Background: an optimization exercise with open tools, aiming at small area, a short achievable clock period and few clock cycles per item. Do not read the settings as production practice. The RTL was checked by simulation tests, not by an equivalence proof against the original design. Power is estimated from default activity; no workload was simulated.

Setup of red:
==> flow/design.v (excerpt) <==
module line_pixel_stepper
#(
    parameter int COORD_BITS = lps_pkg::COORD_BITS_DEF
)
(
    input  logic                         clk,
    input  logic                         rst_n,
    input  logic                         req_valid,
    output logic                         req_ready,
    input  logic                         req_kind,
    input  logic signed [COORD_BITS-1:0] req_x_start,
    input  logic signed [COORD_BITS-1:0] req_y_start,
    input  logic signed [COORD_BITS-1:0] req_x_end,
    input  logic signed [COORD_BITS-1:0] req_y_end,
    output logic                         rsp_valid,
    input  logic                         rsp_ready,
    output logic                         rsp_pixel_valid,
    output logic signed [COORD_BITS-1:0] rsp_pixel_x,
    output logic signed [COORD_BITS-1:0] rsp_pixel_y,
    output logic                         rsp_last
);
    logic pend_reg, pend_kind_reg, out_valid_reg;
    logic o_free, have, proc, kind_e, load_wr;
    assign req_ready = !pend_reg;
  ...
Settings: LEC_CHECK=0, CAP_MARGIN=20, CORE_MARGIN=2, CORE_UTILIZATION=55, SETUP_SLACK_MARGIN=4.2, SLEW_MARGIN=20; clock period 7.0 ns.
run.sh (not shown) runs the stock make flow with config.mk's settings and CLKGATE_MAP_FILE= SYNTH_SCRIPT=/design/flow/synth_recipe.tcl, a recipe that flattens the netlist after the stock synthesis.
Testbench counts of red, summed over its fixed seeds: cycles 32,008, items 32,000.
[inputs] blue vs red
==> flow/flow/run.sh (new file) <==
#!/bin/bash
# The standard layout (the standard.sh: ORFS synthesis to finish, unchanged), except
# that the buffer on each input and output port is sky130_fd_sc_hd__buf_1 instead of the
# cell buffer_ports picks by itself (a slow clkdlybuf4s50_1 delay cell).
# ORFS writes each step's full log under orfs/logs/; make's own output goes to
# flow_make.log here.
set -euo pipefail
cd "$(dirname "$0")/.."
export BUFFER_PORTS_ARGS="-buffer_cell sky130_fd_sc_hd__buf_1"
bash standard.sh finish > flow_make.log 2>&1
==> flow/standard.sh (new file) <==
#!/bin/bash
# synth_recipe.tcl (not shown) runs the flow's synth.tcl, then flattens the netlist and writes it again
# the make line also repeats each setting of config.mk as NAME=value (left out here)
make -C /OpenROAD-flow-scripts/flow DESIGN_CONFIG=/design/flow/config.mk WORK_HOME=/design/flow/orfs CLKGATE_MAP_FILE= SYNTH_SCRIPT=/design/flow/synth_recipe.tcl "${@:-finish}"
diff --git a/flow/config.mk b/flow/config.mk
--- a/flow/config.mk
+++ b/flow/config.mk
@@ -8,5 +8,7 @@
 export CAP_MARGIN = 20
 export CORE_MARGIN = 2
-export CORE_UTILIZATION = 55
-export SETUP_SLACK_MARGIN = 4.2
+export CORE_UTILIZATION = 65
+export CTS_BUF_LIST = sky130_fd_sc_hd__clkbuf_8
+export SETUP_SLACK_MARGIN = 3.9
 export SLEW_MARGIN = 20
+export TNS_END_PERCENT = 10
removed: flow/run.sh
## What came out
blue did not stop at any stage, and its layout met the timing, DRC and antenna checks.
NOTE: endpoint required time on the critical path in blue exceeds that of red
blue: sequential share of power 6.0 points above red
Taking blue as 1.0, red lands at 1.2 on net load switching power.
Worst hold slack (lower): red
Of blue and red, the run reporting the higher multi-input logic area was red.
On internal power of the cells, blue does better than red.
Area inside the core boundary shrinks by more than 10% when moving from red to blue.
Edits applied to the flow inputs when going from blue to green:
diff --git a/flow/config.mk b/flow/config.mk
--- a/flow/config.mk
+++ b/flow/config.mk
@@ -8,7 +8,6 @@
 export CAP_MARGIN = 20
 export CORE_MARGIN = 2
-export CORE_UTILIZATION = 65
-export CTS_BUF_LIST = sky130_fd_sc_hd__clkbuf_8
-export SETUP_SLACK_MARGIN = 3.9
+export CORE_UTILIZATION = 55
+export SETUP_SLACK_MARGIN = 3.8
 export SLEW_MARGIN = 20
 export TNS_END_PERCENT = 10
green vs. blue: count of inserted tapcells went up by 9.5%. In the reports for blue and green, the smaller die area belongs to blue. The final layout from green, which completed every stage, passed the timing, DRC and antenna checks at the end of the flow. blue → green: setup slack now sits higher; total detailed-routing wirelength went up about 1%. For blue, the cell at the slowest stage of the critical path was sky130_fd_sc_hd__o31ai_1, unlike green, where it was sky130_fd_sc_hd__edfxtp_1.
Input-level comparison between orange and green:
diff --git a/flow/config.mk b/flow/config.mk
--- a/flow/config.mk
+++ b/flow/config.mk
@@ -6,8 +6,8 @@
 export NUM_CORES = 4
 export LEC_CHECK = 0
-export CAP_MARGIN = 20
+export CAP_MARGIN = 0
 export CORE_MARGIN = 2
 export CORE_UTILIZATION = 55
-export SETUP_SLACK_MARGIN = 3.8
-export SLEW_MARGIN = 20
-export TNS_END_PERCENT = 10
+export SETUP_SLACK_MARGIN = 4.3
+export SLEW_MARGIN = 0
+export TNS_END_PERCENT = 0
Notes after the runs:
In summary, orange completed successfully, with a layout that passed the timing, DRC and antenna checks.
Between orange and green, the met3 layer wire length in the routed design is lower for green.
orange reports its global routing's busiest layer as met2 while green reports met1.
On clock buffer and inverter area fraction after layout: orange sits above green.
| multi-input gate share of total cell area | lower: orange |
Final wirelength in orange vs green: up 1000 um
Clock tree skew after final layout across orange and green: no real change.
The timing startpoint of the critical path comes out u_core.v_reg[4] in one run and u_core.far_x_reg[0] in the other, namely in orange and green respectively.
[compare] base=green new=orange: post-route worst setup slack rose by 130 ps; share of final layout cell area taken by non-clock buffers rose by 0.59 points; number of iterations in the first detailed-routing pass fell by 1.
green → orange: vias per cell shows an increase of about 0.5%, number of global-route vias before repair shows an increase of 4.2%, combined global-route utilization of all metal layers shows an increase of 1.6 points.
Input-level comparison between purple and orange:
diff --git a/flow/config.mk b/flow/config.mk
--- a/flow/config.mk
+++ b/flow/config.mk
@@ -8,5 +8,5 @@
 export CAP_MARGIN = 0
 export CORE_MARGIN = 2
-export CORE_UTILIZATION = 55
+export CORE_UTILIZATION = 60
 export SETUP_SLACK_MARGIN = 4.3
 export SLEW_MARGIN = 0
## What came out
On critical path depth: purple sits above orange.
Taking orange as the reference point, the total wirelength of the detailed-routed design of purple falls by 1.0%.
Global-route wire length before repair (purple over orange): decrease, about 3%
Compared with orange, in purple total power decreased about 0.35%, half-perimeter wire length after placement decreased 2.7%.

---

== job 3369 ==
Starting RTL as in the previous note.
clock: 7.0 ns
lec_check: 0
cap_margin: 0
core_margin: 2
core_utilization: 55
setup_slack_margin: 4.7
slew_margin: 0
tns_end_percent: 0
standard.sh (not shown) runs the stock make flow with config.mk's settings and CLKGATE_MAP_FILE= SYNTH_SCRIPT=/design/flow/synth_recipe.tcl, a recipe that flattens the netlist after the stock synthesis.
==> flow/flow/run.sh <==
#!/bin/bash
# The standard layout (the standard.sh: ORFS synthesis to finish, unchanged), except
# that the buffer on each input and output port is sky130_fd_sc_hd__buf_1 instead of the
# cell buffer_ports picks by itself (a slow clkdlybuf4s50_1 delay cell).
# ORFS writes each step's full log under orfs/logs/; make's own output goes to
# flow_make.log here.
set -euo pipefail
cd "$(dirname "$0")/.."
export BUFFER_PORTS_ARGS="-buffer_cell sky130_fd_sc_hd__buf_1"
bash standard.sh finish > flow_make.log 2>&1
Testbench counts of job 3369, summed over its fixed seeds: cycles 32,008, items 32,000.
Setup changes, job 3369 to job 2110
Settings: SLEW_MARGIN changed from 0 to 20; CAP_MARGIN changed from 0 to 20; SETUP_SLACK_MARGIN changed from 4.7 to 3.9.
Notes after the runs:
Clock transition at the registers of the reported paths across job 3369 and job 2110: no real change.
The run showing the smaller via count is job 2110.
A cell type of the slowest stage on the worst timing path of edfxtp_1 is what job 3369 shows, while nand2_1 belongs to job 2110.
Job 3369 → job 2110: post-detailed-routing wire length fell by about 4.5%, final design instance area without fill went down, clock-buffer cell count now larger.
Higher post-layout worst setup margin goes to job 3369 over job 2110.
End of the critical path: u_core.u_reg[1]$_DFFE_PP_ -> job 2110, u_core.cin_reg$_DFF_P_ -> job 3369
Changes in job 4122 relative to job 2110:
Settings: TNS_END_PERCENT: 0 -> unset; SETUP_SLACK_MARGIN: 3.9 -> 3.7.
### Flow results
Of job 2110 and job 4122, the run reporting the lower post-cts gate resize count was job 4122.
Utilization, job 2110 and job 4122, higher one = job 2110.
Going from job 2110 to job 4122, placed instance count held; clock network fraction of design power grew by 0.5 points; post-route fraction of the period consumed by the critical path climbed 1.7 points; number of non-filler instances in the completed layout barely changed; routed wire length went down by 130 um.
Compared job 4122 vs job 2110, and setup slack is down in job 4122.
Met1 track demand over resource (job 4122 over job 2110): increase, 0.18 points
Between job 2110 and job 4122, the fraction of area in registers figures differ only marginally.
What job 701 does differently from job 4122 at the input level:
Settings: a change of SETUP_SLACK_MARGIN from 3.7 to 4.1; an added TNS_END_PERCENT of 5.
Notes after the runs:
Result for job 4122 and job 701: all clean. Comparing job 4122 and job 701, detailed-route vias per instance is lower on job 701. Job 4122 → job 701: sequential power climbed about 0.4%, buffering overhead +1.0 points. Setup WNS job 4122 -> job 701: better. Job 4122 → job 701: critical path depth lost 1; power went up; core utilization of the finished layout now larger; post-layout instance area rose by 3.1%.
Here is what was changed in the inputs of job 8860 compared with job 701.
Settings: a change of CAP_MARGIN from 20 to 0; a change of SETUP_SLACK_MARGIN from 4.1 to 4.5; a change of SLEW_MARGIN from 20 to 0; a change of TNS_END_PERCENT from 5 to 0.
## What came out
- Job 8860 | status: complete | timing, DRC, antenna: pass
- Changes observed in job 8860 relative to job 701: post-layout net count lower, routed wire length higher, worst path setup slack after routing higher, final clock period utilization by the worst path roughly the same, total power density per cell area higher.
- [compare] base=job 701 new=job 8860: fmax neither gained nor lost much, sequential share of layout area has remained practically unchanged.
- Of the two values seen for layer with the highest usage, met2 was produced by job 8860 and met1 by job 701.
For job 4367, these inputs were changed with respect to job 8860:
Settings: swapping 4.5 for 4.1 in SETUP_SLACK_MARGIN.
Findings:
Per the final summary, job 4367 finished and its layout is clean on timing, DRC and antenna. Delta (job 4367 minus job 8860): routed wire length dropped 1700 um; critical path depth dropped 3. Comparing job 8860 with job 4367, the final cell count came out essentially unchanged. Comparing area growth from synthesis to layout for job 8860 and job 4367, the bigger number came from job 8860. Diff job 8860..job 4367 | clock edge transition at the registers on the reported setup and hold paths | negligible.

## separate check: timing with driven ports
The flow's constraints put no driver on any port. The routed layouts listed below were extracted and timed again, unchanged, in two steps. Step 1 assumes that a clkbuf_16 drives the clock port and a buf_2 every other input. Step 2 adds t to the input delays and takes it off the output delays; t is the mean of the earliest and latest rising clock arrival at the registers after step 1. Input paths then give back, and output paths get back, about the clock's delay inside the block. a / b / c = no drivers / after step 1 / after step 2; a / b = the first two.
run | shift t [ns] | setup slack, ns | worst setup path at the end | worst data-port slew with drivers (ns) | cell pins on the clock port's net
red | 0.397 | 3.846 / 3.846 / 3.739 | input to register | 0.05 | 1
blue | 0.433 | 3.776 / 3.776 / 3.624 | input to register | 0.04 | 1
green | 0.395 | 3.814 / 3.814 / 3.538 | input to register | 0.04 | 1
orange | 0.396 | 3.946 / 3.946 / 3.740 | input to register | 0.04 | 1
purple | 0.403 | 3.918 / 3.918 / 3.629 | input to register | 0.04 | 1
job 3369 | 0.395 | 3.912 / 3.912 / 3.664 | input to register | 0.04 | 1
job 2110 | 0.395 | 3.844 / 3.844 / 3.553 | input to register | 0.04 | 1
job 4122 | 0.392 | 3.721 / 3.721 / 3.721 | register to register | 0.04 | 1
job 701 | 0.400 | 3.905 / 3.905 / 3.630 | input to register | 0.07 | 1
job 8860 | 0.395 | 3.912 / 3.912 / 3.664 | input to register | 0.04 | 1
job 4367 | 0.399 | 3.905 / 3.905 / 3.655 | input to register | 0.07 | 1
After both steps every run listed still meets setup and hold. For job 2110, which loses most, drivers alone change the setup slack by 0.000 ns; drivers and shift together by -0.291 ns.
